From an optimization exercise on the open Yosys and OpenROAD flow, aimed at small area, a short achievable clock period and few clock cycles; shortcuts taken in it are not production practice. RTL that was checked went through simulation tests only; none was proved equivalent to the original. For runs 4 to 6, only the layout was checked, not whether the RTL still works. Power is estimated from default activity; no workload was simulated. The flow treats the clock pin as an ideal source, which a real chip does not have.

### design/flow/flow/run.sh
#!/bin/bash
# The standard layout (standard.sh) with two changes to how it is made:
# ports are buffered with buf_2 cells rather than delay cells, and the clock
# tree gets no dummy loads. standard.sh's whole output goes to standard.log;
# ORFS keeps each step's own log under orfs/logs.
set -euo pipefail
export BUFFER_PORTS_ARGS="-buffer_cell sky130_fd_sc_hd__buf_2"
export CTS_ARGS="-sink_clustering_enable -repair_clock_nets -dont_use_dummy_load -sink_clustering_size 30 -sink_clustering_max_diameter 100 -buf_list {sky130_fd_sc_hd__clkbuf_4 sky130_fd_sc_hd__clkbuf_8 sky130_fd_sc_hd__clkbuf_16}"
bash standard.sh > standard.log 2>&1
### design/flow/standard.sh
#!/bin/bash
# synth_recipe.tcl (not shown) runs the flow's synth.tcl, then flattens the netlist and writes it again
# the make line also repeats each setting of config.mk as NAME=value (left out here)
make -C /OpenROAD-flow-scripts/flow DESIGN_CONFIG=/design/flow/config.mk WORK_HOME=/design/flow/orfs CLKGATE_MAP_FILE= SYNTH_SCRIPT=/design/flow/synth_recipe.tcl "${@:-finish}"
### design/flow/config.mk
export PLATFORM = sky130hd
export DESIGN_NAME = egress_stamper
export DESIGN_NICKNAME = egress_stamper
export VERILOG_FILES = /design/flow/design.v
export SDC_FILE = /design/flow/constraint.sdc
export NUM_CORES = 4
export LEC_CHECK = 0
export ABC_CLOCK_PERIOD_IN_PS = 1800
export CAP_MARGIN = 20
export CORE_MARGIN = 2
export CORE_UTILIZATION = 50
export CTS_BUF_LIST = sky130_fd_sc_hd__clkbuf_4 sky130_fd_sc_hd__clkbuf_8 sky130_fd_sc_hd__clkbuf_16
export CTS_CLUSTER_DIAMETER = 100
export CTS_CLUSTER_SIZE = 30
export SETUP_SLACK_MARGIN = 2.1
export SLEW_MARGIN = 20
### design/flow/constraint.sdc
create_clock -name core_clock -period 4.0 [get_ports {clk}]
set_input_delay 0.8000 -clock core_clock [delete_from_list [all_inputs] [get_ports {clk}]]
set_output_delay 0.8000 -clock core_clock [all_outputs]
set_load 0.01 [all_outputs]
### design/flow/design.v
package egress_stamper_pkg;
    localparam int PACKET_XFER_LEN = 32;
    localparam int LEN_MSB  = 31;
    localparam int LEN_LSB  = 24;
    localparam int DEST_MSB = 15;
    localparam int DEST_LSB = 8;
    localparam int SRC_MSB  = 15;
    localparam int SRC_LSB  = 8;
    localparam int MIN_PKT_BYTES = 24;
    localparam int END_TIME_IDX  = 5;
    localparam int RING_SLOTS = 63;
    function automatic logic len_legal(input logic [7:0] len);
        len_legal = (len[1:0] == 2'b00) && (len[7:2] >= 6'd6);
    endfunction
endpackage
module pkt_ring #(
    parameter int DATA_W = 32,
    parameter int SLOTS  = 63
) (
    input  logic              clk,
    input  logic              we,
    input  logic [DATA_W-1:0] wdata,
    output logic [DATA_W-1:0] rdata
);
    logic [DATA_W-1:0] stage [SLOTS];
    always_ff @(posedge clk) begin
        stage[0] <= we ? wdata : stage[SLOTS-1];
        for (int i = 1; i < SLOTS; i++) begin
            stage[i] <= stage[i-1];
        end
    end
    assign rdata = stage[SLOTS-2];
endmodule
module egress_stamper #(
    parameter int PACKET_XFER_LEN = egress_stamper_pkg::PACKET_XFER_LEN,
    parameter int MAX_WORDS       = 64
) (
    input  logic                       clk,
    input  logic                       reset,
    input  logic                       in_valid,
    input  logic                       in_sop,
    input  logic [PACKET_XFER_LEN-1:0] in_data,
    output logic                       in_ready,
    input  logic [31:0]                counter,
    input  logic                       egress_full,
    output logic                       out_write_en,
    output logic [PACKET_XFER_LEN-1:0] out_data,
    output logic                       busy,
    output logic                       drop_pulse,
    output logic [15:0]                drop_count
);
    localparam int L = egress_stamper_pkg::RING_SLOTS;
    function automatic logic [5:0] inc_slot(input logic [5:0] s);
        inc_slot = (s == 6'(L - 1)) ? 6'd0 : s + 6'd1;
    endfunction
    logic [5:0] ph, rs, rs2;       
    logic       collecting;        
    logic [5:0] cs;                
    logic [5:0] wrem;              
    logic       lastq;             
    logic [5:0] tail;              
    logic [5:0] nh;                
    logic       hdr_at;            
    logic [9:0] npkt;              
    logic [5:0] bcnt;              
    logic       bl_nz;             
    logic [2:0] bidx;              
    logic       tapsel, ctrsel;    
    logic       ef_q;              
    logic       dvalid;
    logic [PACKET_XFER_LEN-1:0] tap;
    logic bl_gt1, bl_one, bidx4, w2, npk_nz;
    logic rs_eq_tail, rs_eq_nh, rs_eq_cs, rs2_eq_nh, rs2_eq_cs, skip;
    assign bl_gt1        = (bcnt[5:2] != 4'd0) || (bcnt[1:0] == 2'd3);
    assign bl_one        = bl_nz && !bl_gt1;
    assign bidx4         = (bidx == 3'(egress_stamper_pkg::END_TIME_IDX - 1));
    assign w2            = (wrem == 6'd3);
    assign npk_nz        = npkt[0];
    assign rs_eq_tail    = (rs == tail);
    assign rs_eq_nh      = (rs == nh);
    assign rs_eq_cs      = (rs == cs);
    assign rs2_eq_nh     = (rs2 == nh);
    assign rs2_eq_cs     = (rs2 == cs);
    assign skip          = dvalid && !bl_nz && !npk_nz;
    logic acc, sop_legal, sop_acc, dat_acc, cnow, start, egress_ok;
    logic hdr_new, abort_legal, abort_bad, direct_hdr, keep_dead;
    assign acc         = in_valid && in_ready;
    assign sop_legal   = egress_stamper_pkg::len_legal(in_data[31:24]);
    assign sop_acc     = acc && in_sop;
    assign dat_acc     = acc && !in_sop && collecting;
    assign cnow        = dat_acc && lastq;
    assign hdr_new     = sop_acc && sop_legal;
    assign abort_legal = hdr_new && collecting;
    assign abort_bad   = sop_acc && !sop_legal && collecting;
    assign egress_ok   = !egress_full || !ef_q;
    assign start       = hdr_at && !bl_nz && egress_ok && (npk_nz || cnow);
    assign direct_hdr  = hdr_new && (collecting ? (!npk_nz && !bl_nz) : !busy);
    assign keep_dead   = abort_legal && !direct_hdr;
    logic       collecting_n, dvalid_n, bl_nz_n, busy_n, in_ready_n, we_n;
    logic [9:0] npkt_n;
    logic       we;                
    logic       tail_is_rs_n, nh_is_rs_n, hdr_at_n, lastq_n;
    logic [5:0] tail_n, nh_n;
    assign nh_n = direct_hdr ? ph : skip ? cs : bl_one ? rs2 : nh;
    assign dvalid_n = !direct_hdr && !skip && (dvalid || abort_legal);
    assign tail_n = (hdr_new || dat_acc) ? rs : abort_bad ? cs : tail;
    assign collecting_n = hdr_new || (collecting && !abort_bad && !cnow);
    assign lastq_n = !sop_acc && (dat_acc ? w2 : lastq);
    assign bl_nz_n   = start || bl_gt1;
    assign npkt_n = start ? (cnow ? npkt : {1'b0, npkt[9:1]}) :
                            (cnow ? {npkt[8:0], 1'b1} : npkt);
    assign busy_n = bl_gt1 || npk_nz || (collecting ? !abort_bad : hdr_new);
    assign tail_is_rs_n = hdr_new || dat_acc || rs_eq_tail;
    assign nh_is_rs_n   = direct_hdr ? 1'b0 : skip ? rs_eq_cs : (!bl_one && rs_eq_nh);
    assign we_n       = !busy_n || (tail_is_rs_n && (bl_nz_n || !nh_is_rs_n));
    assign in_ready_n = !busy_n ||
                        (!(sop_acc && collecting) && !(dvalid && !skip) &&
                         tail_is_rs_n && (bl_nz_n || !nh_is_rs_n));
    assign hdr_at_n = !direct_hdr && (skip ? rs2_eq_cs : (bl_one || rs2_eq_nh));
    logic drop_any, drop_two, dc_sat, dc_sat_n;
    logic [15:0] dc_m1, dc_m2;
    assign drop_any = sop_acc && (collecting || !sop_legal);
    assign drop_two = sop_acc && collecting && !sop_legal;
    always_comb begin
        dc_m1[0] = 1'b1;
        dc_m2[0] = 1'b0;
        dc_m2[1] = 1'b1;
        for (int i = 1; i < 16; i++) dc_m1[i] = dc_m1[i-1] && drop_count[i-1];
        for (int i = 2; i < 16; i++) dc_m2[i] = dc_m2[i-1] && drop_count[i-1];
    end
    assign dc_sat_n = dc_sat ||
                      (drop_any && (drop_count == 16'hFFFD)) ||
                      (drop_two && (drop_count == 16'hFFFC));
    pkt_ring #(
        .DATA_W(PACKET_XFER_LEN),
        .SLOTS (L)
    ) u_ring (
        .clk  (clk),
        .we   (we),
        .wdata(in_data),
        .rdata(tap)
    );
    always_ff @(posedge clk) begin
        ef_q <= egress_full;
        if (reset) begin
            ph           <= 6'd0;
            rs           <= 6'd1;
            rs2          <= 6'd2;
            collecting   <= 1'b0;
            lastq        <= 1'b0;
            npkt         <= '0;
            bcnt         <= 6'd0;
            bl_nz        <= 1'b0;
            tapsel       <= 1'b0;
            ctrsel       <= 1'b0;
            hdr_at       <= 1'b0;
            dvalid       <= 1'b0;
            drop_pulse   <= 1'b0;
            drop_count   <= 16'd0;
            dc_sat       <= 1'b0;
            out_write_en <= 1'b0;
            out_data     <= '0;
            busy         <= 1'b0;
            in_ready     <= 1'b1;
            we           <= 1'b1;
        end else begin
            ph  <= rs;
            rs  <= rs2;
            rs2 <= inc_slot(rs2);
            drop_pulse <= drop_any;
            dc_sat     <= dc_sat_n;
            if (drop_any) begin
                drop_count <= dc_sat ? 16'hFFFF : (drop_count ^ (drop_two ? dc_m2 : dc_m1));
            end
            out_write_en <= start;
            out_data     <= (tap & {PACKET_XFER_LEN{start || tapsel}}) |
                            (PACKET_XFER_LEN'(counter) & {PACKET_XFER_LEN{ctrsel}});
            tapsel <= start || (bl_gt1 && !bidx4);
            ctrsel <= bl_gt1 && bidx4;
            if (start) begin
                bcnt <= tap[31:26];
                bidx <= 3'd1;
            end else if (bl_nz) begin
                bcnt <= bcnt - 6'd1;
                if (bidx != 3'd7) bidx <= bidx + 3'd1;
            end
            bl_nz   <= bl_nz_n;
            npkt    <= npkt_n;
            nh         <= nh_n;
            hdr_at     <= hdr_at_n;
            dvalid     <= dvalid_n;
            tail       <= tail_n;
            collecting <= collecting_n;
            lastq      <= lastq_n;
            busy       <= busy_n;
            in_ready   <= in_ready_n;
            we         <= we_n;
        end
        if (hdr_new) begin
            cs   <= ph;
            wrem <= in_data[31:26];
        end else if (dat_acc) begin
            wrem <= wrem - 6'd1;
        end
    end
endmodule
==> reports/metrics.csv, run 1 <==
stage;metric;value;unit
status;status;complete, no violations;
synthesis;synth_area_leader_cell;dfxtp_1;
pwr;power_frac_seq;71.7;%
floorplanning;die-area;94800;um2
layout;utilization;55.9;%
floorplanning;die_h;308;um
global_route;grt_pass1_vias;17500;
detailed_routing;drc;0;
critical_path;cp.required;4.55;ns
place;port-buffer-count;120;
global_route;antenna_found_initial;2;
place;placedCellCount;3890;
critical_path;worstSetupStartpointType;input pin;
cts;h-tree-depth;3;
timing;worst_pin_slew;1.07;ns
pwr;power;35.6;mW
place;dpl.hpwl;31300;um
timing;slew_violations;0;
floorplanning;io_pins;121;
cts;clock_tree.buffer_depth;3;
synthesis;syn_nets;2696;
pwr;peakVddDrop;0.000379;V
timing;finalSetupTns;0;ns
synthesis;synth_cell_types;59;
timing;relSlewSlack;28.7;%
layout;mostFrequentLayoutCell;dfxtp_1;
synthesis;syn_area_per_cell;17.7;um2
timing;grt_setup_unrepaired;yes;
synthesis;ys_top_cells_by_area;dfxtp_1 92%, edfxtp_1 1.8%, mux2_2 0.93%, a22oi_1 0.67%, nor2_1 0.59%;
synthesis;synth_area;46200;um2
critical_path;critPathMaxFanout;4;
cts;root_buffer;clkbuf_16;
cts;clock-sinks;2139;
synthesis;asyncSetResetFlopFracSynth;0;%
cts;clk_pin_slew_worst_paths;0.11;ns
timing;hold_violations;0;
global_route;grt_first_pass_wirelength;92800;um
global_route;grt_max_degree;50;
floorplanning;start_util;50.4;%
detailed_routing;num_vias;17300;
cts;clk_latency;0.66;ns
critical_path;crit_arrival;2.58;ns
pwr;p_int;28.7;mW
layout;layoutNonFillerInstCount;4031;
pwr;combPwrFrac;2.3;%
synthesis;synthFlopType;dfxtp_1;
detailed_routing;first_pass_iters;5;
timing;setup_viol;0;
timing;max_freq;492;MHz
pwr;power_leakage;20.7;nW
pwr;p_sw_share;19.3;%
timing;post-route-period-util;50.8;%
floorplanning;die_w;308;um
floorplanning;core_area;91700;um2
synthesis;ys.warnings.count;3;
pwr;clockPowerShare;26.0;%
synthesis;netlist_instances;2616;
global_route;grt_usage;12.1;%
critical_path;criticalPathCategory;input pin to flip-flop;
pwr;switchingPower;6.89;mW
cts;tritoncts;built;
detailed_routing;wl_per_cell;14.1;um
detailed_routing;drt_iter0_drc;1009;
place;place.gp.congestion;0.754;
critical_path;reg2reg_slack;2.00;ns
synthesis;ys_seq_elements;2139;
floorplanning;rows;111;
detailed_routing;finalWirelength;56700;um
job;drv_cap;0;
global_route;overflow;0;
timing;post-route-min-period;2.03;ns
min_path;min-delay-path-class;flip-flop to flip-flop;
layout;drive_gt1_share;13.9;%
layout;syn_to_final_growth;10.8;%
timing;fin_skew;0.0596;ns
synthesis;ys_seq_area_share;93.3;%
critical_path;worstSetupEndpointType;flip-flop;
synthesis;synth_edf_count;27;
cts;tritoncts.num_buffers;81;
layout;fin_nets;2926;
detailed_routing;vias_per_cell;4.28;
layout;final_cell_mix;2066 x dfxtp_1, 81 x clkbuf_16, 81 x buf_2;
detailed_routing;ant_nets;0;
pwr;powerDensity;696;nW/um2
synthesis;netlist.area_leader.share;91.5;%
==> power by group through the flow <==
stage	Clock [mW]	Sequential (mW)	Combinational (mW)
global placement	0	26.0	0.610
global route	10.4	25.9	0.867
detailed placement	0	26.1	0.649
finish	9.27	25.6	0.802
CTS	9.64	25.7	0.756
floorplan	0	25.6	0.449
==> worst paths after layout <==
| path | from | end | depth (start not counted) |
|---|---|---|---|
| setup / recovery | in_data[28] | dc_sat | 13 |
| hold / removal | u_ring.stage[17][2] | u_ring.stage[18][2] | 0 |
| setup reg to reg | drop_count[8] | dc_sat | 13 |
| hold reg to reg | u_ring.stage[17][2] | u_ring.stage[18][2] | 0 |
==> cells by family after synthesis <==
kind of cell,after synthesis,synth area share [%]
compound gates,135,2.06
xor+xnor,45,0.853
fa+ha+maj,11,0.298
buf+inv,54,0.504
flops,2139,93.3
mux,44,1.06
simple gates,188,1.95
==> per-stage QoR <==
| stage | setup slack [ns] | hold WS, ns | cell area, um2 |
|---|---|---|---|
| floorplan | 1.75 | 0.310 | 46300 |
| global placement | 1.05 | 0.310 | 48200 |
| detailed placement | 0.833 | 0.312 | 48200 |
| CTS | 1.95 | 0.262 | 50800 |
| global route | 1.89 | 0.270 | 51200 |
| finish | 1.97 | 0.290 | 51200 |
==> state kept, by name, indices dropped and copies added, names as in the netlist, 3 cells and up <==
name          cells
bidx              3
bcnt              6
cs                6
out_data         32
rs                6
rs2               6
u_ring.stage   2016
ph                6
tail              6
drop_count       16
npkt             10
nh                6
wrem              6
==> routing by layer <==
metal  part of all wire, %  vias to the layer above  track usage (%)
met5                 0.019                        -                0
met4                   2.9                        2             4.27
met3                   4.4                      115             2.45
met2                    41                      266             17.6
met1                    52                     8192             18.1
li1                      -                     8684                -
==> worst max-delay path, stage by stage <==
cell and delay (ns):
buf_2 0.13, a2111o_1 0.48, nand2_2 0.10, a31o_4 0.16
nand3_2 0.08, buf_4 0.14, buf_6 0.10, buf_6 0.10
buf_6 0.10, buf_6 0.10, buf_6 0.10, buf_6 0.10
o22ai_2 0.08
==> timing repair <==
item / in CTS / in global routing
setup endpoints to repair: 144 / 117
pin swaps: 12 / 15
gates resized for setup: 88 / 54
hold buffers: 0 / 0
buffers inserted: 36 / 23
==> cells in the mapped netlist (all sizes together) (7+ instances only) <==
library cell  count
nand3            15
clkbuf           26
or3               7
nor2b            17
buf               8
xnor2            28
mux2             38
dfxtp          2112
o21ai            19
nor2             74
inv              19
ha               11
xor2             17
edfxtp           27
a31oi             8
nand2            31
a21oi            38
nor3             13
a22oi            41
==> area by class of cell <==
cell class              instances  area [um2]
well taps                    1186        1480
inverters                      19        71.3
diodes                          1        2.50
flip-flops and latches       2139       43200
multi-input cells             423        3080
clock buffers                  81        2030
repair buffers                182        1360
fillers                      7072       40500
Testbench counts, summed over its fixed seeds: cycles 29,379.
==> inputs of run 2 (changes only) <==
==> design/flow/flow/run.sh (replaced) <==
#!/bin/bash
# The standard layout (standard.sh) with two changes to how it is made:
# ports are buffered with buf_2 cells rather than delay cells, and the clock
# tree gets no dummy loads. standard.sh's whole output goes to standard.log;
# ORFS keeps each step's own log under orfs/logs.
set -euo pipefail
export BUFFER_PORTS_ARGS="-buffer_cell sky130_fd_sc_hd__buf_2"
export CTS_ARGS="-sink_clustering_enable -repair_clock_nets -dont_use_dummy_load -sink_clustering_size 20 -sink_clustering_max_diameter 80 -buf_list {sky130_fd_sc_hd__clkbuf_8}"
bash standard.sh > standard.log 2>&1
--- a/design/flow/config.mk
+++ b/design/flow/config.mk
@@ -8,7 +8,7 @@
 export ABC_CLOCK_PERIOD_IN_PS = 1800
 export CAP_MARGIN = 20
 export CORE_MARGIN = 2
-export CORE_UTILIZATION = 50
+export CORE_UTILIZATION = 55
 export CTS_BUF_LIST = sky130_fd_sc_hd__clkbuf_4 sky130_fd_sc_hd__clkbuf_8 sky130_fd_sc_hd__clkbuf_16
 export CTS_CLUSTER_DIAMETER = 100
 export CTS_CLUSTER_SIZE = 30
==> reports/metrics.csv, run 2 <==
stage;metric;value;unit
cts;clock_tree.buffer_depth;3;
detailed_routing;wl_per_cell;14.6;um
detailed_routing;vias_per_cell;4.40;
layout;largest_register_ff_count;2016;
synthesis;ys_seq_elements;2139;
critical_path;path_buf_inv;1;
min_path;min-delay-path-class;input pin to flip-flop;
layout;top_regs;u_ring.stage x2016, out_data x32, drop_count x16;
cts;clock-sinks;2139;
layout;drive_gt1_share;14.3;%
critical_path;slowest_delay;0.39;ns
pwr;powerDensity;684;nW/um2
timing;hold_violations;0;
timing;worst_pin_slew;1.07;ns
layout;mostFrequentLayoutCell;dfxtp_1;
cts;clk_latency;0.75;ns
place;place.gp.congestion;0.727;
layout;regMostFlops;u_ring.stage;
timing;setup_viol;0;
place;place_area;48100;um2
detailed_routing;drc;0;
detailed_routing;ant_nets;0;
critical_path;worstSetupStartpointType;flip-flop;
timing;grt_setup_unrepaired;yes;
critical_path;crit_arrival;1.23;ns
critical_path;critPathMaxFanout;4;
timing;relSlewSlack;28.8;%
pwr;peakVddDrop;0.000411;V
synthesis;yosysMostFrequentCell;dfxtp_1;
synthesis;synth_edf_count;27;
floorplanning;start_util;55.4;%
critical_path;critical_path_depth;1;
detailed_routing;num_vias;17400;
status;status;complete, no violations;
min_path;holdPathStages;1;
synthesis;ys.warnings.count;3;
floorplanning;die_h;294;um
critical_path;criticalPathCategory;flip-flop to primary output;
synthesis;synthFlopType;dfxtp_1;
global_route;grt_pass1_vias;17900;
critical_path;cpMaxStageDelayCell;dfxtp_2;
synthesis;syn_area_per_cell;17.7;um2
cts;tritoncts.num_buffers;117;
synthesis;synth_cell_types;59;
global_route;overflow;0;
global_route;grt_max_degree;56;
detailed_routing;finalWirelength;57700;um
timing;max_freq;491;MHz
floorplanning;core_area;83400;um2
global_route;antenna_found_initial;9;
layout;stdcell_area;50400;um2
timing;fin_skew;0.0693;ns
critical_path;worstSetupEndpointType;primary output;
cts;cts_hold_buffers;0;
floorplanning;die_w;294;um
pwr;power_leakage;20.5;nW
cts;tritoncts;built;
critical_path;crit_family;flip-flops;
layout;syn_to_final_growth;9.20;%
layout;fin_nets;2950;
global_route;grt_first_pass_wirelength;94000;um
place;port-buffer-count;120;
timing;post-route-min-period;2.03;ns
synthesis;ys_seq_area_share;93.3;%
synthesis;ys_top_cells_by_area;dfxtp_1 92%, edfxtp_1 1.8%, mux2_2 0.93%, a22oi_1 0.67%, nor2_1 0.59%;
critical_path;path_cells;buf_6;
synthesis;synth_area_leader_cell;dfxtp_1;
critical_path;reg2reg_depth;9;
detailed_routing;drt_iter0_drc;758;
global_route;grt_usage;13.7;%
detailed_routing;first_pass_iters;4;
cts;clk_pin_slew_worst_paths;0.12;ns
floorplanning;io_pins;121;
synthesis;synthTopCellsByCount;2112 x dfxtp_1, 73 x nor2_1, 41 x a22oi_1, 38 x a21oi_1, 38 x mux2_2;
layout;final_cell_mix;2071 x dfxtp_1, 117 x clkbuf_8, 89 x buf_2;
job;drv_cap;0;
critical_path;cp.required;3.20;ns
synthesis;netlist_instances;2616;
cts;root_buffer;clkbuf_8;
timing;slew_violations;0;
timing;post-route-period-util;50.9;%
synthesis;asyncSetResetFlopFracSynth;0;%
synthesis;synth_area;46200;um2
cts;h-tree-depth;3;
synthesis;netlist.area_leader.share;91.5;%
place;dpl.hpwl;32200;um
floorplanning;rows;106;
floorplanning;die-area;86300;um2
timing;finalSetupTns;0;ns
synthesis;syn_nets;2696;
run 2: stage by stage:
stage | worst slack [ns] | hold slack (ns) | total power, mW | cells | utilization [%]
after floorplan | 1.75 | 0.310 | 26.1 | 2616 | -
after global placement | 0.863 | 0.310 | 26.6 | 3784 | 57.7
after detailed placement | 0.805 | 0.312 | 26.7 | 3784 | 57.7
after CTS | 1.88 | 0.165 | 35.0 | 3929 | 60.2
after global routing | 1.88 | 0.198 | 36.2 | 3949 | 60.5
final | 1.97 | 0.265 | 34.5 | 3949 | 60.5
run 2: final timing paths:
path                                            from                   end  slack (ns)
worst min-delay path                     egress_full                  ef_q        0.26
worst min register to register  u_ring.stage[11][27]  u_ring.stage[12][27]        0.27
worst max register to register         drop_count[9]        drop_count[14]        2.08
worst max-delay path                  drop_count[10]        drop_count[10]        1.97
run 2: what timing repair did:
item                                    in CTS  in global routing
endpoints found under the setup margin     155                 68
pin swaps                                    4                  7
resized for setup                          101                 24
buffers inserted                            28                 19
run 2: layout make-up:
| type | instances | area (um2) |
|---|---|---|
| clock buffer | 117 | 1610 |
| fill | 6196 | 33000 |
| timing repair buffer | 170 | 1180 |
| sequential | 2139 | 43200 |
| tap | 1080 | 1350 |
| antenna | 1 | 2.50 |
| multi-input combinational | 423 | 3050 |
| inverter | 19 | 71.3 |
run 2: cells by family after synthesis:
kind of cell | after synthesis | synth area share, %
AO/OA/AOI/OAI | 135 | 2.06
adder cells (fa/ha/maj) | 11 | 0.298
multiplexers | 44 | 1.06
buffers and inverters | 54 | 0.504
flip-flops | 2139 | 93.3
XOR/XNOR | 45 | 0.853
AND/OR/NAND/NOR | 188 | 1.95
run 2: routing by layer:
layer | vias to the layer above | routed length (um) | global-route usage (%)
met5 | - | 13 | 0
met2 | 321 | 23000 | 19.2
met1 | 8225 | 29800 | 20.4
met4 | 2 | 1670 | 5.36
met3 | 133 | 3290 | 3.33
li1 | 8702 | - | -
run 2: where the power goes:
part	internal, mW	leakage [nW]	switching [mW]	total (mW)
combinational	0.375	1.76	0.394	0.769
sequential	24.7	17.9	0.889	25.6
clock	2.63	0.841	5.53	8.17
==> inputs of run 3 (changes only) <==
==> design/flow/flow/run.sh (replaced) <==
#!/bin/bash
# The standard layout (standard.sh) with two changes to how it is made:
# ports are buffered with buf_2 cells rather than delay cells, and the clock
# tree gets no dummy loads. standard.sh's whole output goes to standard.log;
# ORFS keeps each step's own log under orfs/logs.
set -euo pipefail
export BUFFER_PORTS_ARGS="-buffer_cell sky130_fd_sc_hd__buf_2"
export CTS_ARGS="-sink_clustering_enable -repair_clock_nets -dont_use_dummy_load -sink_clustering_size 26 -sink_clustering_max_diameter 80 -buf_list {sky130_fd_sc_hd__clkbuf_4 sky130_fd_sc_hd__clkbuf_8 sky130_fd_sc_hd__clkbuf_16}"
bash standard.sh > standard.log 2>&1
--- a/design/flow/config.mk
+++ b/design/flow/config.mk
@@ -8,9 +8,9 @@
 export ABC_CLOCK_PERIOD_IN_PS = 1800
 export CAP_MARGIN = 20
 export CORE_MARGIN = 2
-export CORE_UTILIZATION = 55
+export CORE_UTILIZATION = 65
 export CTS_BUF_LIST = sky130_fd_sc_hd__clkbuf_4 sky130_fd_sc_hd__clkbuf_8 sky130_fd_sc_hd__clkbuf_16
-export CTS_CLUSTER_DIAMETER = 100
-export CTS_CLUSTER_SIZE = 30
+export CTS_CLUSTER_DIAMETER = 80
+export CTS_CLUSTER_SIZE = 26
 export SETUP_SLACK_MARGIN = 2.1
 export SLEW_MARGIN = 20
==> reports/metrics.csv, run 3 <==
stage;metric;value;unit
status;status;complete, no violations;
pwr;p_sw_share;19.3;%
pwr;power;36.3;mW
global_route;grt_max_degree;65;
floorplanning;die_w;271;um
layout;top_regs;u_ring.stage x2016, out_data x32, drop_count x16;
timing;setup_slack;2.05;ns
detailed_routing;finalWirelength;58000;um
timing;max_freq;514;MHz
synthesis;synth_area;46200;um2
critical_path;cp.required;4.49;ns
detailed_routing;dr_wl_met2;24900;um
timing;post-route-period-util;48.7;%
timing;hold_violations;0;
synthesis;syn_nets;2696;
place;port-buffer-count;120;
global_route;overflow;0;
global_route;grt_pass1_vias;17700;
detailed_routing;wl_met1;29500;um
pwr;combPwrFrac;2.3;%
detailed_routing;drt_iter0_drc;855;
detailed_routing;first_pass_iters;6;
floorplanning;io_pins;121;
timing;worst_pin_slew;0.972;ns
floorplanning;core_area;70100;um2
detailed_routing;num_vias;17300;
place;place.gp.congestion;0.754;
place;place_area;47900;um2
min_path;min-delay-path-class;flip-flop to flip-flop;
timing;setup_viol;0;
floorplanning;die_h;271;um
critical_path;crit_arrival;2.44;ns
floorplanning;die-area;73200;um2
detailed_routing;vias_per_cell;4.56;
pwr;p_int;29.3;mW
cts;cts_hold_buffers;0;
detailed_routing;ant_nets;0;
layout;final_cell_mix;2071 x dfxtp_1, 93 x clkbuf_16, 84 x buf_2;
timing;grt_setup_unrepaired;yes;
detailed_routing;drc;0;
synthesis;synthTopCellsByCount;2112 x dfxtp_1, 73 x nor2_1, 41 x a22oi_1, 38 x a21oi_1, 38 x mux2_2;
timing;finalSetupTns;0;ns
place;dpl.hpwl;31700;um
synthesis;synthFlopType;dfxtp_1;
layout;largest_register_ff_count;2016;
timing;post-route-min-period;1.95;ns
synthesis;synth_edf_count;27;
synthesis;synth_area_leader_cell;dfxtp_1;
layout;mostFrequentLayoutCell;dfxtp_1;
timing;slew_violations;0;
cts;tritoncts.num_buffers;93;
cts;clk_latency;0.66;ns
floorplanning;start_util;65.9;%
synthesis;netlist_instances;2616;
pwr;clockPowerShare;27.2;%
cts;tritoncts;built;
synthesis;asyncSetResetFlopFracSynth;0;%
synthesis;netlist.area_leader.share;91.5;%
timing;relSlewSlack;35.2;%
critical_path;worstSetupStartpointType;flip-flop;
pwr;power_frac_seq;70.5;%
critical_path;criticalPathCategory;flip-flop to flip-flop;
critical_path;critPathMaxFanout;4;
synthesis;ys.warnings.count;3;
cts;h-tree-depth;3;
place;pre_cts_slack;1.17;ns
synthesis;synth_cell_types;59;
pwr;peakVddDrop;0.000539;V
layout;regMostFlops;u_ring.stage;
detailed_routing;dr.max_layer_used;met5;
global_route;antenna_found_initial;2;
critical_path;worstSetupEndpointType;flip-flop;
cts;clk_pin_slew_worst_paths;0.10;ns
cts;root_buffer;clkbuf_16;
detailed_routing;met3_length;2060;um
timing;fin_skew;0.0688;ns
synthesis;yosysMostFrequentCell;dfxtp_1;
synthesis;syn_area_per_cell;17.7;um2
cts;clock_tree.buffer_depth;3;
pwr;powerDensity;711;nW/um2
layout;utilization;72.8;%
layout;fin_nets;2927;
job;drv_cap;0;
pwr;power_leakage;20.8;nW
synthesis;ys_top_cells_by_area;dfxtp_1 92%, edfxtp_1 1.8%, mux2_2 0.93%, a22oi_1 0.67%, nor2_1 0.59%;
layout;drive_gt1_share;13.6;%
layout;syn_to_final_growth;10.5;%
global_route;grt_usage;16.1;%
synthesis;ys_seq_area_share;93.3;%
cts;clock-sinks;2139;
synthesis;ys_seq_elements;2139;
global_route;grt_first_pass_wirelength;94300;um
detailed_routing;wl_per_cell;15.3;um
layout;stdcell_area;51000;um2
pwr;switchingPower;7.01;mW
floorplanning;rows;97;
run 3: cell counts after synthesis:
No cell type changed its count.
run 3: kinds of logic after synthesis:
| logic type | Yosys count | share of synthesized area, % |
|---|---|---|
| XOR/XNOR | 45 | 0.853 |
| multiplexers | 44 | 1.06 |
| adder cells (fa/ha/maj) | 11 | 0.298 |
| buffers and inverters | 54 | 0.504 |
| AND/OR/NAND/NOR | 188 | 1.95 |
| flip-flops | 2139 | 93.3 |
| AO/OA/AOI/OAI | 135 | 2.06 |
run 3: worst paths after layout:
kind / start / endpoint / slack [ns] / cells after the start
setup reg to reg: drop_count[7] / drop_count[15] / 2.05 / 10
setup / recovery: drop_count[7] / drop_count[15] / 2.05 / 10
hold / removal: u_ring.stage[30][28] / u_ring.stage[31][28] / 0.29 / 0
hold reg to reg: u_ring.stage[30][28] / u_ring.stage[31][28] / 0.29 / 0
run 3: repair_timing:
item | CTS | global route
pin swaps | 4 | 17
endpoints found under the hold margin | 0 | 0
endpoints found under the setup margin | 130 | 80
gates resized for setup | 71 | 54
buffers inserted | 25 | 21
run 3: per-stage QoR:
| step | cells | hold slack [ns] |
|---|---|---|
| floorplan | 2616 | 0.310 |
| global placement | 3646 | 0.310 |
| detailed placement | 3646 | 0.312 |
| CTS | 3764 | 0.286 |
| global route | 3785 | 0.297 |
| finish | 3786 | 0.295 |
run 3: power by group through the flow:
stage | sequential [mW] | clock, mW | combinational, mW
after floorplan | 25.6 | 0 | 0.449
after global placement | 26.0 | 0 | 0.631
after detailed placement | 26.0 | 0 | 0.660
after CTS | 25.7 | 10.2 | 0.768
after global routing | 25.9 | 10.9 | 0.911
final | 25.6 | 9.86 | 0.837
run 3: area by class of cell:
| cell class | instances | area [um2] |
|---|---|---|
| diodes | 1 | 2.50 |
| flip-flops and latches | 2139 | 43200 |
| well taps | 940 | 1180 |
| clock buffers | 93 | 2330 |
| inverters | 19 | 71.3 |
| fillers | 4393 | 19100 |
| repair buffers | 171 | 1240 |
| multi-input cells | 423 | 3060 |
run 3: routing by layer:
metal	GRT usage, %	vias to the layer above
met1	24.0	8188
met5	0	-
met4	5.51	2
met3	2.89	111
met2	24.1	281
li1	-	8673
run 3: worst max-delay path: stages, from the launching register on:
cell and delay [ns]:
dfxtp_2 0.37, nand4_1 0.16, or2_4 0.30, nor3_2 0.20, nand3_2 0.11, nor2_2 0.11
ha_2 0.18, nor2_1 0.04, nor2_1 0.09, nor2_1 0.05, a311oi_1 0.22
==> inputs of run 4 (changes only) <==
--- a/design/flow/design.v
+++ b/design/flow/design.v
@@ -53,7 +53,8 @@
     function automatic logic [5:0] inc_slot(input logic [5:0] s);
         inc_slot = (s == 6'(L - 1)) ? 6'd0 : s + 6'd1;
     endfunction
-    logic [5:0] ph, rs, rs2;       
+    logic [5:0] ph, rs;            
+    logic [5:0] rs_inc;            
     logic       collecting;        
     logic [5:0] cs;                
     logic [5:0] wrem;              
@@ -70,7 +71,7 @@
     logic       dvalid;
     logic [PACKET_XFER_LEN-1:0] tap;
     logic bl_gt1, bl_one, bidx4, w2, npk_nz;
-    logic rs_eq_tail, rs_eq_nh, rs_eq_cs, rs2_eq_nh, rs2_eq_cs, skip;
+    logic rs_eq_tail, rs_eq_nh, rs_eq_cs, skip;
     assign bl_gt1        = (bcnt[5:2] != 4'd0) || (bcnt[1:0] == 2'd3);
     assign bl_one        = bl_nz && !bl_gt1;
     assign bidx4         = (bidx == 3'(egress_stamper_pkg::END_TIME_IDX - 1));
@@ -79,8 +80,8 @@
     assign rs_eq_tail    = (rs == tail);
     assign rs_eq_nh      = (rs == nh);
     assign rs_eq_cs      = (rs == cs);
-    assign rs2_eq_nh     = (rs2 == nh);
-    assign rs2_eq_cs     = (rs2 == cs);
+    assign rs_inc        = inc_slot(rs);
+    assign hdr_at        = rs_eq_nh;
     assign skip          = dvalid && !bl_nz && !npk_nz;
     logic acc, sop_legal, sop_acc, dat_acc, cnow, start, egress_ok;
     logic hdr_new, abort_legal, abort_bad, direct_hdr, keep_dead;
@@ -99,9 +100,9 @@
     logic       collecting_n, dvalid_n, bl_nz_n, busy_n, in_ready_n, we_n;
     logic [9:0] npkt_n;
     logic       we;                
-    logic       tail_is_rs_n, nh_is_rs_n, hdr_at_n, lastq_n;
+    logic       tail_is_rs_n, nh_is_rs_n, lastq_n;
     logic [5:0] tail_n, nh_n;
-    assign nh_n = direct_hdr ? ph : skip ? cs : bl_one ? rs2 : nh;
+    assign nh_n = direct_hdr ? ph : skip ? cs : bl_one ? rs_inc : nh;
     assign dvalid_n = !direct_hdr && !skip && (dvalid || abort_legal);
     assign tail_n = (hdr_new || dat_acc) ? rs : abort_bad ? cs : tail;
     assign collecting_n = hdr_new || (collecting && !abort_bad && !cnow);
@@ -116,7 +117,6 @@
     assign in_ready_n = !busy_n ||
                         (!(sop_acc && collecting) && !(dvalid && !skip) &&
                          tail_is_rs_n && (bl_nz_n || !nh_is_rs_n));
-    assign hdr_at_n = !direct_hdr && (skip ? rs2_eq_cs : (bl_one || rs2_eq_nh));
     logic drop_any, drop_two, dc_sat, dc_sat_n;
     logic [15:0] dc_m1, dc_m2;
     assign drop_any = sop_acc && (collecting || !sop_legal);
@@ -145,7 +145,6 @@
         if (reset) begin
             ph           <= 6'd0;
             rs           <= 6'd1;
-            rs2          <= 6'd2;
             collecting   <= 1'b0;
             lastq        <= 1'b0;
             npkt         <= '0;
@@ -153,7 +152,6 @@
             bl_nz        <= 1'b0;
             tapsel       <= 1'b0;
             ctrsel       <= 1'b0;
-            hdr_at       <= 1'b0;
             dvalid       <= 1'b0;
             drop_pulse   <= 1'b0;
             drop_count   <= 16'd0;
@@ -165,8 +163,7 @@
             we           <= 1'b1;
         end else begin
             ph  <= rs;
-            rs  <= rs2;
-            rs2 <= inc_slot(rs2);
+            rs  <= rs_inc;
             drop_pulse <= drop_any;
             dc_sat     <= dc_sat_n;
             if (drop_any) begin
@@ -187,7 +184,6 @@
             bl_nz   <= bl_nz_n;
             npkt    <= npkt_n;
             nh         <= nh_n;
-            hdr_at     <= hdr_at_n;
             dvalid     <= dvalid_n;
             tail       <= tail_n;
             collecting <= collecting_n;
==> design/flow/flow/run.sh (replaced) <==
#!/bin/bash
# The standard layout (standard.sh) with two changes to how it is made:
# ports are buffered with buf_2 cells rather than delay cells, and the clock
# tree gets no dummy loads. standard.sh's whole output goes to standard.log;
# ORFS keeps each step's own log under orfs/logs.
set -euo pipefail
export BUFFER_PORTS_ARGS="-buffer_cell sky130_fd_sc_hd__buf_2"
export CTS_ARGS="-sink_clustering_enable -repair_clock_nets -dont_use_dummy_load -sink_clustering_size 30 -sink_clustering_max_diameter 100 -buf_list {sky130_fd_sc_hd__clkbuf_4 sky130_fd_sc_hd__clkbuf_8 sky130_fd_sc_hd__clkbuf_16}"
bash standard.sh > standard.log 2>&1
--- a/design/flow/config.mk
+++ b/design/flow/config.mk
@@ -8,9 +8,9 @@
 export ABC_CLOCK_PERIOD_IN_PS = 1800
 export CAP_MARGIN = 20
 export CORE_MARGIN = 2
-export CORE_UTILIZATION = 65
+export CORE_UTILIZATION = 55
 export CTS_BUF_LIST = sky130_fd_sc_hd__clkbuf_4 sky130_fd_sc_hd__clkbuf_8 sky130_fd_sc_hd__clkbuf_16
-export CTS_CLUSTER_DIAMETER = 80
-export CTS_CLUSTER_SIZE = 26
+export CTS_CLUSTER_DIAMETER = 100
+export CTS_CLUSTER_SIZE = 30
 export SETUP_SLACK_MARGIN = 2.1
 export SLEW_MARGIN = 20
==> reports/metrics.csv, run 4 <==
stage;metric;value;unit
status;status;complete, no violations;
timing;worst_pin_slew;0.866;ns
timing;post-route-min-period;2.05;ns
global_route;grt_first_pass_wirelength;92700;um
synthesis;yosysMostFrequentCell;dfxtp_1;
layout;final_cell_mix;2058 x dfxtp_1, 86 x buf_2, 81 x clkbuf_16;
cts;cts_hold_buffers;0;
global_route;antenna_found_initial;1;
timing;post-route-period-util;51.2;%
timing;setup_slack;1.95;ns
cts;root_buffer;clkbuf_16;
critical_path;worstSetupStartpointType;input pin;
critical_path;crit_family;compound AO/OA/AOI/OAI gates;
critical_path;worstSetupEndpointType;flip-flop;
cts;clk_latency;0.64;ns
timing;setup_viol;0;
place;place.gp.congestion;0.738;
pwr;peakVddDrop;0.000451;V
min_path;min-delay-path-class;flip-flop to flip-flop;
critical_path;worst_r2r_endpoint;bcnt[4];
detailed_routing;drt_iter0_drc;706;
cts;tritoncts;built;
layout;largest_register_ff_count;2016;
timing;fin_skew;0.0842;ns
critical_path;crit_arrival;2.51;ns
place;port-buffer-count;120;
global_route;grt_max_degree;65;
critical_path;critPathLaunch;in_data[28];
synthesis;synth_edf_count;27;
synthesis;synth_cell_types;55;
critical_path;cp-endpoint;drop_count[15];
synthesis;ys_top_cells_by_area;dfxtp_1 92%, edfxtp_1 1.8%, mux2_2 0.91%, a22oi_1 0.67%, nor2_1 0.57%;
layout;diodes;0;
layout;fin_nets;2896;
layout;fill_cells;5867;
floorplanning;die-area;85700;um2
pwr;powerDensity;705;nW/um2
detailed_routing;finalWirelength;56500;um
timing;relSlewSlack;42.3;%
cts;tritoncts.num_buffers;81;
min_path;min_from;u_ring.stage[46][31];
layout;drive_gt1_share;16.0;%
synthesis;synth_area;45900;um2
cts;clock-sinks;2132;
critical_path;path_buf_inv;3;
critical_path;slowest_delay;0.35;ns
floorplanning;core_area;82400;um2
critical_path;critical_path_depth;11;
synthesis;netlist.area_leader.share;91.9;%
critical_path;critPathMaxFanout;4;
synthesis;netlist_instances;2590;
timing;max_freq;489;MHz
timing;hold_violations;0;
timing;finalSetupTns;0;ns
global_route;grt_usage;13.5;%
synthesis;synthFlopType;dfxtp_1;
layout;top_regs;u_ring.stage x2016, out_data x32, drop_count x16;
synthesis;syn_nets;2670;
layout;stdcell_area;51000;um2
layout;layoutNonFillerInstCount;3884;
detailed_routing;ant_nets;0;
floorplanning;die_w;293;um
timing;grt_setup_unrepaired;yes;
job;drv_cap;0;
critical_path;path_cells;buf_8, a2111oi_4, buf_6, o311a_4, o21a_4, inv_2, nor2_2, ha_2, or2_4, a21oi_2, a311oi_1;
detailed_routing;first_pass_iters;5;
global_route;overflow;0;
pwr;power_leakage;20.7;nW
critical_path;criticalPathCategory;input pin to flip-flop;
synthesis;ys.warnings.count;3;
detailed_routing;num_vias;16900;
critical_path;cpMaxStageDelayCell;a2111oi_4;
place;pre_cts_slack;1.09;ns
place;placedCellCount;3751;
detailed_routing;drc;0;
layout;regMostFlops;u_ring.stage;
detailed_routing;vias_per_cell;4.34;
detailed_routing;wl_per_cell;14.6;um
global_route;grt_pass1_vias;17200;
floorplanning;start_util;55.7;%
synthesis;asyncSetResetFlopFracSynth;0;%
critical_path;cp.required;4.47;ns
place;dpl.hpwl;31100;um
cts;clk_pin_slew_worst_paths;0.10;ns
synthesis;ys_seq_area_share;93.7;%
synthesis;synth_area_leader_cell;dfxtp_1;
critical_path;rr_startpoint;nh[3];
floorplanning;die_h;293;um
cts;h-tree-depth;3;
layout;syn_to_final_growth;11.3;%
critical_path;reg2reg_slack;1.98;ns
timing;slew_violations;0;
synthesis;syn_area_per_cell;17.7;um2
synthesis;synthTopCellsByCount;2105 x dfxtp_1, 70 x nor2_1, 41 x a22oi_1, 39 x nand2_1, 37 x mux2_2;
cts;clock_tree.buffer_depth;3;
floorplanning;io_pins;121;
floorplanning;rows;105;
synthesis;ys_seq_elements;2132;
place;place_area;48000;um2
layout;mostFrequentLayoutCell;dfxtp_1;
critical_path;reg2reg_depth;7;
run 4: kinds of logic (layout without fill, tap and decap cells):
group,after synthesis,count (layout),synth area share (%)
mux,38,38,0.930
simple gates,183,185,1.95
compound gates,135,136,1.99
buf+inv,58,279,0.532
fa+ha+maj,11,11,0.300
xor+xnor,33,33,0.647
flops,2132,2132,93.7
run 4: what timing repair did:
item                       4_1_cts  5_1_grt
pin swaps                       18       34
cloned                           2        1
gates resized for setup         82       75
buffers inserted                30       19
setup endpoints to repair      151      130
run 4: how the worst min path moves through the flow:
stage	cells past startpoint	endpoint
4_1_cts	0	u_ring.stage[47][31]
3_3_place_gp	0	u_ring.stage[53][24]
2_1_floorplan	0	u_ring.stage[10][0]
3_5_place_dp	0	u_ring.stage[10][22]
5_1_grt	0	u_ring.stage[11][31]
6_report	0	u_ring.stage[47][31]
run 4: layout make-up:
cell class	count	area (um2)	share of cell area [%]
tap	1070	1340	2.62
clock buffer	81	2030	3.97
multi-input combinational	403	3230	6.33
timing repair buffer	176	1320	2.59
inverter	22	82.6	0.162
sequential	2132	43000	84.3
run 4: power breakdown:
group          switching (mW)  internal [mW]
Sequential              0.943           24.8
Clock                    5.58           3.66
Combinational           0.507          0.445
Total                    7.03           29.0
run 4: worst reg2reg max path: stages, from the launching register on:
cell	delay, ns
edfxtp_1	0.41
xor2_2	0.17
or4_4	0.57
nor4b_4	0.32
buf_4	0.16
buf_4	0.11
a311o_1	0.10
a31oi_1	0.08
run 4: per-stage QoR:
step                      hold slack [ns]  utilization (%)  total power, mW
after floorplan                     0.310                -             26.4
after global placement              0.310             58.3             27.0
after detailed placement            0.312             58.3             27.1
after CTS                           0.253             61.4             36.4
after global routing                0.268             62.0             37.6
final                               0.260             62.0             36.0
run 4: metal layers:
metal	vias up	GRT usage [%]	wire, um	part of all wire (%)
li1	8587	-	-	-
met1	7982	20.9	30200	53
met2	205	19.3	22900	40
met3	99	2.38	2190	3.9
met4	0	4.20	1230	2.2
met5	-	0	0	0
==> inputs of run 5 (changes only) <==
--- a/design/flow/config.mk
+++ b/design/flow/config.mk
@@ -5,6 +5,7 @@
 export SDC_FILE = /design/flow/constraint.sdc
 export NUM_CORES = 4
 export LEC_CHECK = 0
+export ABC_AREA = 1
 export ABC_CLOCK_PERIOD_IN_PS = 1800
 export CAP_MARGIN = 20
 export CORE_MARGIN = 2
==> reports/metrics.csv, run 5 <==
stage;metric;value;unit
floorplanning;die-area;86400;um2
synthesis;ys_top_cells_by_area;dfxtp_1 91%, edfxtp_1 1.8%, nand2_1 1.7%, mux2_2 0.73%, a21oi_1 0.70%;
critical_path;crit_arrival;2.23;ns
critical_path;reg2reg_depth;6;
timing;post-route-period-util;47.9;%
timing;finalSetupTns;0;ns
timing;post-route-min-period;1.92;ns
synthesis;ys.warnings.count;3;
pwr;peakVddDrop;0.000508;V
timing;fin_skew;0.0883;ns
floorplanning;rows;106;
cts;clk_pin_slew_worst_paths;0.11;ns
job;drv_cap;0;
place;port-buffer-count;120;
critical_path;critPathMaxFanout;7;
critical_path;cp.required;4.31;ns
place;dpl.hpwl;31600;um
detailed_routing;first_pass_iters;5;
cts;tritoncts.num_buffers;81;
layout;regMostFlops;u_ring.stage;
timing;grt_setup_unrepaired;yes;
min_path;min_from;u_ring.stage[23][22];
detailed_routing;vias_per_cell;4.33;
pwr;powerDensity;705;nW/um2
synthesis;syn_nets;2855;
cts;clock-sinks;2132;
cts;clock_tree.buffer_depth;3;
detailed_routing;num_vias;17500;
synthesis;netlist.area_leader.share;91.1;%
synthesis;synth_cell_types;41;
timing;slew_violations;0;
synthesis;synth_area;46200;um2
synthesis;synth_area_leader_cell;dfxtp_1;
cts;tritoncts;built;
cts;clk_latency;0.66;ns
detailed_routing;ant_nets;0;
place;place.gp.congestion;0.768;
critical_path;rr_startpoint;nh[5];
layout;final_cell_mix;2063 x dfxtp_1, 206 x nand2_1, 86 x buf_2;
floorplanning;core_area;83400;um2
global_route;antenna_found_initial;3;
detailed_routing;finalWirelength;57600;um
critical_path;criticalPathCategory;flip-flop to flip-flop;
critical_path;reg2reg_slack;2.08;ns
synthesis;ys_seq_elements;2132;
timing;setup_viol;0;
timing;max_freq;521;MHz
floorplanning;die_h;294;um
timing;hold_violations;0;
layout;largest_register_ff_count;2016;
synthesis;synth_edf_count;27;
cts;h-tree-depth;3;
layout;top_regs;u_ring.stage x2016, out_data x32, drop_count x16;
cts;root_buffer;clkbuf_16;
synthesis;synthTopCellsByCount;2105 x dfxtp_1, 214 x nand2_1, 71 x inv_1, 65 x a21oi_1, 60 x nor2_1;
global_route;overflow;0;
detailed_routing;wl_per_cell;14.2;um
synthesis;ys_seq_area_share;92.9;%
detailed_routing;drc;0;
floorplanning;io_pins;121;
floorplanning;die_w;294;um
timing;worst_pin_slew;0.725;ns
layout;drive_gt1_share;11.7;%
synthesis;synthFlopType;dfxtp_1;
critical_path;worstSetupEndpointType;flip-flop;
floorplanning;start_util;55.4;%
layout;diodes;0;
global_route;grt_usage;13.2;%
layout;layoutNonFillerInstCount;4053;
status;status;complete, no violations;
detailed_routing;drt_iter0_drc;842;
global_route;grt_first_pass_wirelength;92100;um
critical_path;worstSetupStartpointType;flip-flop;
synthesis;asyncSetResetFlopFracSynth;0;%
layout;mostFrequentLayoutCell;dfxtp_1;
global_route;grt_pass1_vias;17500;
pwr;power_leakage;20.9;nW
cts;cts_hold_buffers;0;
synthesis;syn_area_per_cell;16.7;um2
synthesis;yosysMostFrequentCell;dfxtp_1;
timing;relSlewSlack;51.7;%
critical_path;worst_r2r_endpoint;bidx[2];
min_path;holdPathStages;0;
layout;fin_nets;3055;
min_path;hold-path-endpoint;u_ring.stage[24][22];
layout;syn_to_final_growth;9.80;%
place;placedCellCount;3945;
global_route;grt_max_degree;50;
min_path;min-delay-path-class;flip-flop to flip-flop;
pwr;power;35.8;mW
synthesis;netlist_instances;2775;
-- run 5: changes by cell type after synthesis, sizes merged, moves of 5 or more --
cell | before | now
a22oi | 41 | 0
inv | 22 | 74
nor3 | 16 | 4
or3 | 8 | 0
mux2 | 37 | 30
nor2b | 10 | 0
a21oi | 46 | 66
xnor2 | 22 | 10
o21ai | 21 | 39
nand3 | 13 | 41
nand2 | 39 | 221
nand4 | 5 | 17
nor2 | 70 | 62
o22ai | 1 | 6
-- run 5: where the power goes --
group          internal [mW]  switching [mW]  total, mW
clock                   3.66            5.59       9.25
sequential              24.9           0.940       25.8
combinational          0.290           0.468      0.759
-- run 5: per-stage QoR --
stage               hold slack (ns)  util, %  setup WS (ns)  cell area, um2
global placement              0.310     57.7           1.22           48200
CTS                           0.242     60.6           2.03           50600
finish                        0.295     60.9           2.08           50800
floorplan                     0.310        -           1.83           46400
global route                  0.240     60.9           2.00           50800
detailed placement            0.312     57.7           1.16           48200
-- run 5: worst max-delay path: stages, from the launching register on --
cell and delay [ns]:
edfxtp_1 0.40, xnor2_1 0.23, nand3_1 0.15, nor2_4 0.19
nand3_4 0.12, buf_12 0.20, a211oi_4 0.31
-- run 5: cells by family (layout without fill, tap and decap cells) --
logic type	Yosys count	after routing	share of synthesized area [%]
xor+xnor	19	19	0.360
mux	30	30	0.731
simple gates	352	354	3.30
flops	2132	2132	92.9
compound gates	122	122	1.41
buf+inv	109	305	1.01
fa+ha+maj	11	11	0.298
-- run 5: per-layer routing --
layer  vias to the layer above  GRT usage [%]  wire [um]
met5                         -              0          0
met4                         0           3.73       1290
met3                        90           2.60       2230
met2                       254           18.8      23000
met1                      8223           20.6      31100
li1                       8967              -          -
-- run 5: worst max path at each step --
stage | start | end
finish | nh[5] | bidx[2]
global placement | in_data[28] | tail[4]
CTS | drop_count[2] | drop_count[2]
global route | nh[1] | bidx[2]
floorplan | in_sop | bidx[0]
detailed placement | in_data[28] | tail[4]
-- run 5: final cells by class --
cell class | count | area [um2]
clock buffer | 81 | 2030
inverter | 75 | 292
fill | 6178 | 32700
multi-input combinational | 536 | 3020
sequential | 2132 | 43000
timing repair buffer | 149 | 1050
tap | 1080 | 1350
-- run 5: what timing repair did --
| action | 4_1_cts | 5_1_grt |
|---|---|---|
| buffers inserted | 18 | 7 |
| endpoints found under the hold margin | 0 | 0 |
| pin swaps | 5 | 6 |
| endpoints found under the setup margin | 133 | 115 |
| cloned | 0 | 2 |
| gates resized for setup | 68 | 33 |
==> inputs of run 6 (changes only) <==
--- a/design/flow/design.v
+++ b/design/flow/design.v
@@ -53,8 +53,7 @@
     function automatic logic [5:0] inc_slot(input logic [5:0] s);
         inc_slot = (s == 6'(L - 1)) ? 6'd0 : s + 6'd1;
     endfunction
-    logic [5:0] ph, rs;            
-    logic [5:0] rs_inc;            
+    logic [5:0] ph, rs, rs2;       
     logic       collecting;        
     logic [5:0] cs;                
     logic [5:0] wrem;              
@@ -71,7 +70,7 @@
     logic       dvalid;
     logic [PACKET_XFER_LEN-1:0] tap;
     logic bl_gt1, bl_one, bidx4, w2, npk_nz;
-    logic rs_eq_tail, rs_eq_nh, rs_eq_cs, skip;
+    logic rs_eq_tail, rs_eq_nh, rs_eq_cs, rs2_eq_nh, rs2_eq_cs, skip;
     assign bl_gt1        = (bcnt[5:2] != 4'd0) || (bcnt[1:0] == 2'd3);
     assign bl_one        = bl_nz && !bl_gt1;
     assign bidx4         = (bidx == 3'(egress_stamper_pkg::END_TIME_IDX - 1));
@@ -80,8 +79,8 @@
     assign rs_eq_tail    = (rs == tail);
     assign rs_eq_nh      = (rs == nh);
     assign rs_eq_cs      = (rs == cs);
-    assign rs_inc        = inc_slot(rs);
-    assign hdr_at        = rs_eq_nh;
+    assign rs2_eq_nh     = (rs2 == nh);
+    assign rs2_eq_cs     = (rs2 == cs);
     assign skip          = dvalid && !bl_nz && !npk_nz;
     logic acc, sop_legal, sop_acc, dat_acc, cnow, start, egress_ok;
     logic hdr_new, abort_legal, abort_bad, direct_hdr, keep_dead;
@@ -100,9 +99,9 @@
     logic       collecting_n, dvalid_n, bl_nz_n, busy_n, in_ready_n, we_n;
     logic [9:0] npkt_n;
     logic       we;                
-    logic       tail_is_rs_n, nh_is_rs_n, lastq_n;
+    logic       tail_is_rs_n, nh_is_rs_n, hdr_at_n, lastq_n;
     logic [5:0] tail_n, nh_n;
-    assign nh_n = direct_hdr ? ph : skip ? cs : bl_one ? rs_inc : nh;
+    assign nh_n = direct_hdr ? ph : skip ? cs : bl_one ? rs2 : nh;
     assign dvalid_n = !direct_hdr && !skip && (dvalid || abort_legal);
     assign tail_n = (hdr_new || dat_acc) ? rs : abort_bad ? cs : tail;
     assign collecting_n = hdr_new || (collecting && !abort_bad && !cnow);
@@ -117,20 +116,24 @@
     assign in_ready_n = !busy_n ||
                         (!(sop_acc && collecting) && !(dvalid && !skip) &&
                          tail_is_rs_n && (bl_nz_n || !nh_is_rs_n));
-    logic drop_any, drop_two, dc_sat, dc_sat_n;
-    logic [15:0] dc_m1, dc_m2;
+    assign hdr_at_n = !direct_hdr && (skip ? rs2_eq_cs : (bl_one || rs2_eq_nh));
+    logic drop_any, dc_sat, dc_sat_n;
+    logic [15:0] dc_m1, dc_m2, dc_p1, dc_p2, dc_if_legal, dc_if_bad;
     assign drop_any = sop_acc && (collecting || !sop_legal);
-    assign drop_two = sop_acc && collecting && !sop_legal;
     always_comb begin
         dc_m1[0] = 1'b1;
         dc_m2[0] = 1'b0;
         dc_m2[1] = 1'b1;
-        for (int i = 1; i < 16; i++) dc_m1[i] = dc_m1[i-1] && drop_count[i-1];
-        for (int i = 2; i < 16; i++) dc_m2[i] = dc_m2[i-1] && drop_count[i-1];
+        for (int i = 1; i < 16; i++) dc_m1[i] = &(drop_count | ~((16'd1 << i) - 16'd1));
+        for (int i = 2; i < 16; i++) dc_m2[i] = &(drop_count | ~((16'd1 << i) - 16'd2));
     end
+    assign dc_p1 = dc_sat ? 16'hFFFF : (drop_count ^ dc_m1);
+    assign dc_p2 = dc_sat ? 16'hFFFF : (drop_count ^ dc_m2);
+    assign dc_if_legal = collecting ? dc_p1 : drop_count;
+    assign dc_if_bad   = collecting ? dc_p2 : dc_p1;
     assign dc_sat_n = dc_sat ||
-                      (drop_any && (drop_count == 16'hFFFD)) ||
-                      (drop_two && (drop_count == 16'hFFFC));
+                      (sop_acc && (collecting || !sop_legal) && (drop_count == 16'hFFFD)) ||
+                      (sop_acc && collecting && !sop_legal && (drop_count == 16'hFFFC));
     pkt_ring #(
         .DATA_W(PACKET_XFER_LEN),
         .SLOTS (L)
@@ -145,6 +148,7 @@
         if (reset) begin
             ph           <= 6'd0;
             rs           <= 6'd1;
+            rs2          <= 6'd2;
             collecting   <= 1'b0;
             lastq        <= 1'b0;
             npkt         <= '0;
@@ -152,6 +156,7 @@
             bl_nz        <= 1'b0;
             tapsel       <= 1'b0;
             ctrsel       <= 1'b0;
+            hdr_at       <= 1'b0;
             dvalid       <= 1'b0;
             drop_pulse   <= 1'b0;
             drop_count   <= 16'd0;
@@ -163,11 +168,12 @@
             we           <= 1'b1;
         end else begin
             ph  <= rs;
-            rs  <= rs_inc;
+            rs  <= rs2;
+            rs2 <= inc_slot(rs2);
             drop_pulse <= drop_any;
             dc_sat     <= dc_sat_n;
-            if (drop_any) begin
-                drop_count <= dc_sat ? 16'hFFFF : (drop_count ^ (drop_two ? dc_m2 : dc_m1));
+            if (sop_acc) begin
+                drop_count <= sop_legal ? dc_if_legal : dc_if_bad;
             end
             out_write_en <= start;
             out_data     <= (tap & {PACKET_XFER_LEN{start || tapsel}}) |
@@ -184,6 +190,7 @@
             bl_nz   <= bl_nz_n;
             npkt    <= npkt_n;
             nh         <= nh_n;
+            hdr_at     <= hdr_at_n;
             dvalid     <= dvalid_n;
             tail       <= tail_n;
             collecting <= collecting_n;
--- a/design/flow/config.mk
+++ b/design/flow/config.mk
@@ -5,7 +5,6 @@
 export SDC_FILE = /design/flow/constraint.sdc
 export NUM_CORES = 4
 export LEC_CHECK = 0
-export ABC_AREA = 1
 export ABC_CLOCK_PERIOD_IN_PS = 1800
 export CAP_MARGIN = 20
 export CORE_MARGIN = 2
==> reports/metrics.csv, run 6 <==
stage;metric;value;unit
pwr;switchingPower;7.04;mW
cts;clk_pin_slew_worst_paths;0.10;ns
detailed_routing;wl_per_cell;15.0;um
timing;slew_violations;0;
critical_path;rr_startpoint;collecting;
synthesis;netlist_instances;2659;
layout;final-seq-area;43200;um2
cts;h-tree-depth;3;
global_route;grt_max_degree;50;
critical_path;worstSetupEndpointType;flip-flop;
synthesis;synth_cell_types;68;
timing;relSlewSlack;45.9;%
synthesis;synthTopCellsByCount;2112 x dfxtp_1, 68 x nor2_1, 44 x nand2_1, 40 x mux2_2, 39 x a22oi_1;
global_route;overflow;0;
synthesis;syn_nets;2747;
detailed_routing;drt_iter0_drc;868;
cts;clock_tree.buffer_depth;3;
synthesis;synth_area_leader_cell;dfxtp_1;
timing;hold_violations;0;
timing;setup_viol;0;
min_path;hold-path-endpoint;u_ring.stage[21][8];
critical_path;crit_arrival;2.46;ns
place;placedCellCount;3881;
layout;drive_gt1_share;13.9;%
layout;stdcell_area;51600;um2
min_path;min-delay-path-class;flip-flop to flip-flop;
layout;utilization;61.7;%
timing;grt_setup_unrepaired;yes;
critical_path;critPathMaxFanout;4;
synthesis;ys.warnings.count;3;
cts;root_buffer;clkbuf_16;
synthesis;synth_area;46600;um2
critical_path;slowest_delay;0.52;ns
detailed_routing;drc;0;
timing;post-route-period-util;49.3;%
pwr;power_frac_seq;71.8;%
pwr;clockPowerShare;25.9;%
floorplanning;rows;106;
critical_path;reg2reg_slack;2.14;ns
floorplanning;core_area;83700;um2
cts;clk_latency;0.66;ns
synthesis;synth_edf_count;27;
synthesis;synthFlopType;dfxtp_1;
status;status;complete, no violations;
global_route;antenna_found_initial;3;
timing;setup_slack;2.03;ns
critical_path;cp.required;4.49;ns
layout;final_cell_mix;2069 x dfxtp_1, 84 x buf_2, 82 x clkbuf_16;
place;place.gp.congestion;0.757;
place;place_area;48500;um2
min_path;min_from;u_ring.stage[20][8];
layout;multi_input_area;3450;um2
synthesis;netlist.area_leader.share;90.8;%
detailed_routing;vias_per_cell;4.39;
pwr;peakVddDrop;0.000429;V
place;port-buffer-count;120;
cts;tritoncts.num_buffers;82;
detailed_routing;ant_nets;0;
critical_path;criticalPathCategory;input pin to flip-flop;
detailed_routing;first_pass_iters;5;
synthesis;ys_top_cells_by_area;dfxtp_1 91%, edfxtp_1 1.7%, mux2_2 0.97%, a22oi_1 0.63%, nor2_1 0.55%;
floorplanning;die_h;295;um
synthesis;ys_seq_elements;2139;
timing;worst_pin_slew;0.811;ns
timing;finalSetupTns;0;ns
detailed_routing;num_vias;17700;
pwr;combPwrFrac;2.3;%
floorplanning;die-area;87000;um2
layout;layoutNonFillerInstCount;4025;
critical_path;cpMaxStageDelayCell;a2111o_2;
global_route;grt_first_pass_wirelength;97100;um
layout;syn_to_final_growth;10.9;%
cts;tritoncts;built;
floorplanning;io_pins;121;
pwr;powerDensity;700;nW/um2
layout;largest_register_ff_count;2016;
layout;mostFrequentLayoutCell;dfxtp_1;
min_path;holdPathStages;0;
place;dpl.hpwl;32200;um
critical_path;critical_path_depth;7;
synthesis;ys_seq_area_share;92.6;%
layout;fill_cells;6111;
synthesis;syn_area_per_cell;17.5;um2
critical_path;path_cells;buf_8, a2111o_2, a21boi_2, buf_6, mux2i_4, a41oi_2, o41ai_2;
pwr;p_sw_share;19.5;%
place;pre_cts_slack;1.21;ns
critical_path;worst_r2r_endpoint;bidx[0];
cts;clock-sinks;2139;
critical_path;reg2reg_depth;4;
critical_path;crit_family;compound AO/OA/AOI/OAI gates;
pwr;p_int;29.1;mW
global_route;grt_usage;14.1;%
global_route;grt_pass1_vias;17900;
synthesis;yosysMostFrequentCell;dfxtp_1;
job;drv_cap;0;
layout;fin_nets;2978;
timing;fin_skew;0.0672;ns
pwr;power_leakage;21.0;nW
synthesis;asyncSetResetFlopFracSynth;0;%
critical_path;path_buf_inv;2;
timing;post-route-min-period;1.97;ns
floorplanning;start_util;55.6;%
layout;top_regs;u_ring.stage x2016, out_data x32, drop_count x16;
detailed_routing;finalWirelength;60300;um
layout;regMostFlops;u_ring.stage;
critical_path;worstSetupStartpointType;input pin;
floorplanning;die_w;295;um
timing;max_freq;507;MHz
run 6: repair_timing:
action,4_1_cts,5_1_grt
buffers inserted,28,29
hold buffers,0,0
gates resized for setup,105,50
cloned,1,1
endpoints found under the setup margin,116,79
pin swaps,7,17
run 6: how the worst max path moves through the flow:
stage | start | end | slack, ns
after global routing | in_data[28] | drop_count[14] | 1.98
after detailed placement | in_sop | out_data[4] | 1.21
after CTS | out_data[28] | out_data[28] | 2.00
after floorplan | in_data[27] | tail[0] | 1.72
after global placement | in_data[30] | tail[1] | 1.28
final | in_data[28] | drop_count[15] | 2.03
run 6: kinds of logic (layout without fill, tap and decap cells):
group	Yosys count	in the layout	share of synthesized area (%)
compound gates	160	162	2.44
other cells	0	3	0
fa+ha+maj	19	19	0.511
buf+inv	59	286	0.535
xor+xnor	39	39	0.734
simple gates	194	194	2.04
mux	49	49	1.17
flops	2139	2139	92.6
run 6: per-stage QoR:
step           total power, mW  hold WS (ns)
2_1_floorplan             26.4         0.310
3_3_place_gp              27.0         0.310
3_5_place_dp              27.1         0.312
4_1_cts                   36.5         0.282
5_1_grt                   37.6         0.284
6_report                  36.1         0.279
run 6: cell type report:
class / instances / share of cell area [%]
well taps: 1134 / 2.75
multi-input cells: 463 / 6.68
flip-flops and latches: 2139 / 83.7
inverters: 22 / 0.184
clock buffers: 82 / 3.98
repair buffers: 182 / 2.71
diodes: 3 / 0.0145
run 6: metal layers:
layer	vias up	GRT usage, %	wire, um	share of wire [%]
li1	8871	-	-	-
met1	8417	21.7	32300	54
met2	262	20.2	24500	41
met3	110	2.28	1910	3.2
met4	0	4.73	1640	2.7
met5	-	0	0	0
run 6: power by group through the flow:
| stage | registers [mW] | logic, mW | clock network [mW] |
|---|---|---|---|
| final | 25.9 | 0.840 | 9.35 |
| after CTS | 26.0 | 0.781 | 9.70 |
| after global routing | 26.3 | 0.912 | 10.4 |
| after detailed placement | 26.4 | 0.661 | 0 |
| after global placement | 26.3 | 0.644 | 0 |
| after floorplan | 25.9 | 0.468 | 0 |

re-timing with driven ports:
No port has a modelled driver above. Below, the same layouts with a new extraction and two added sets of constraints.
Step 1 (the two cells are an assumption about what drives the block):
set clk [get_ports {clk}]
set_driving_cell -lib_cell sky130_fd_sc_hd__clkbuf_16 $clk
set_driving_cell -lib_cell sky130_fd_sc_hd__buf_2 [delete_from_list [all_inputs] $clk]
Step 2 times the ports against the registers' clock, not the clock port: input delays grow and output delays shrink by t, the midpoint of the rising clock arrivals with the driver on.
Slacks: ideal ports / drivers / drivers and shift; pairs: ideal ports / drivers.
| run | t (ns) | slack for setup (ns) | worst data-port slew with drivers (ns) | pins driven straight from the clock port |
|---|---|---|---|---|
| run 1 | 0.695 | 1.969 / 1.913 / 1.319 | 0.11 | 1 |
| run 2 | 0.770 | 1.965 / 1.906 / 1.285 | 0.09 | 1 |
| run 3 | 0.685 | 2.053 / 2.001 / 1.395 | 0.08 | 1 |
| run 4 | 0.664 | 1.953 / 1.976 / 1.312 | 0.09 | 1 |
| run 5 | 0.677 | 2.082 / 2.036 / 1.553 | 0.08 | 1 |
| run 6 | 0.685 | 2.030 / 2.003 / 1.363 | 0.06 | 1 |
After both steps every run listed still meets setup and hold. The setup slack of run 2, which loses most, moves by -0.059 ns with the drivers and by -0.680 ns with both steps.
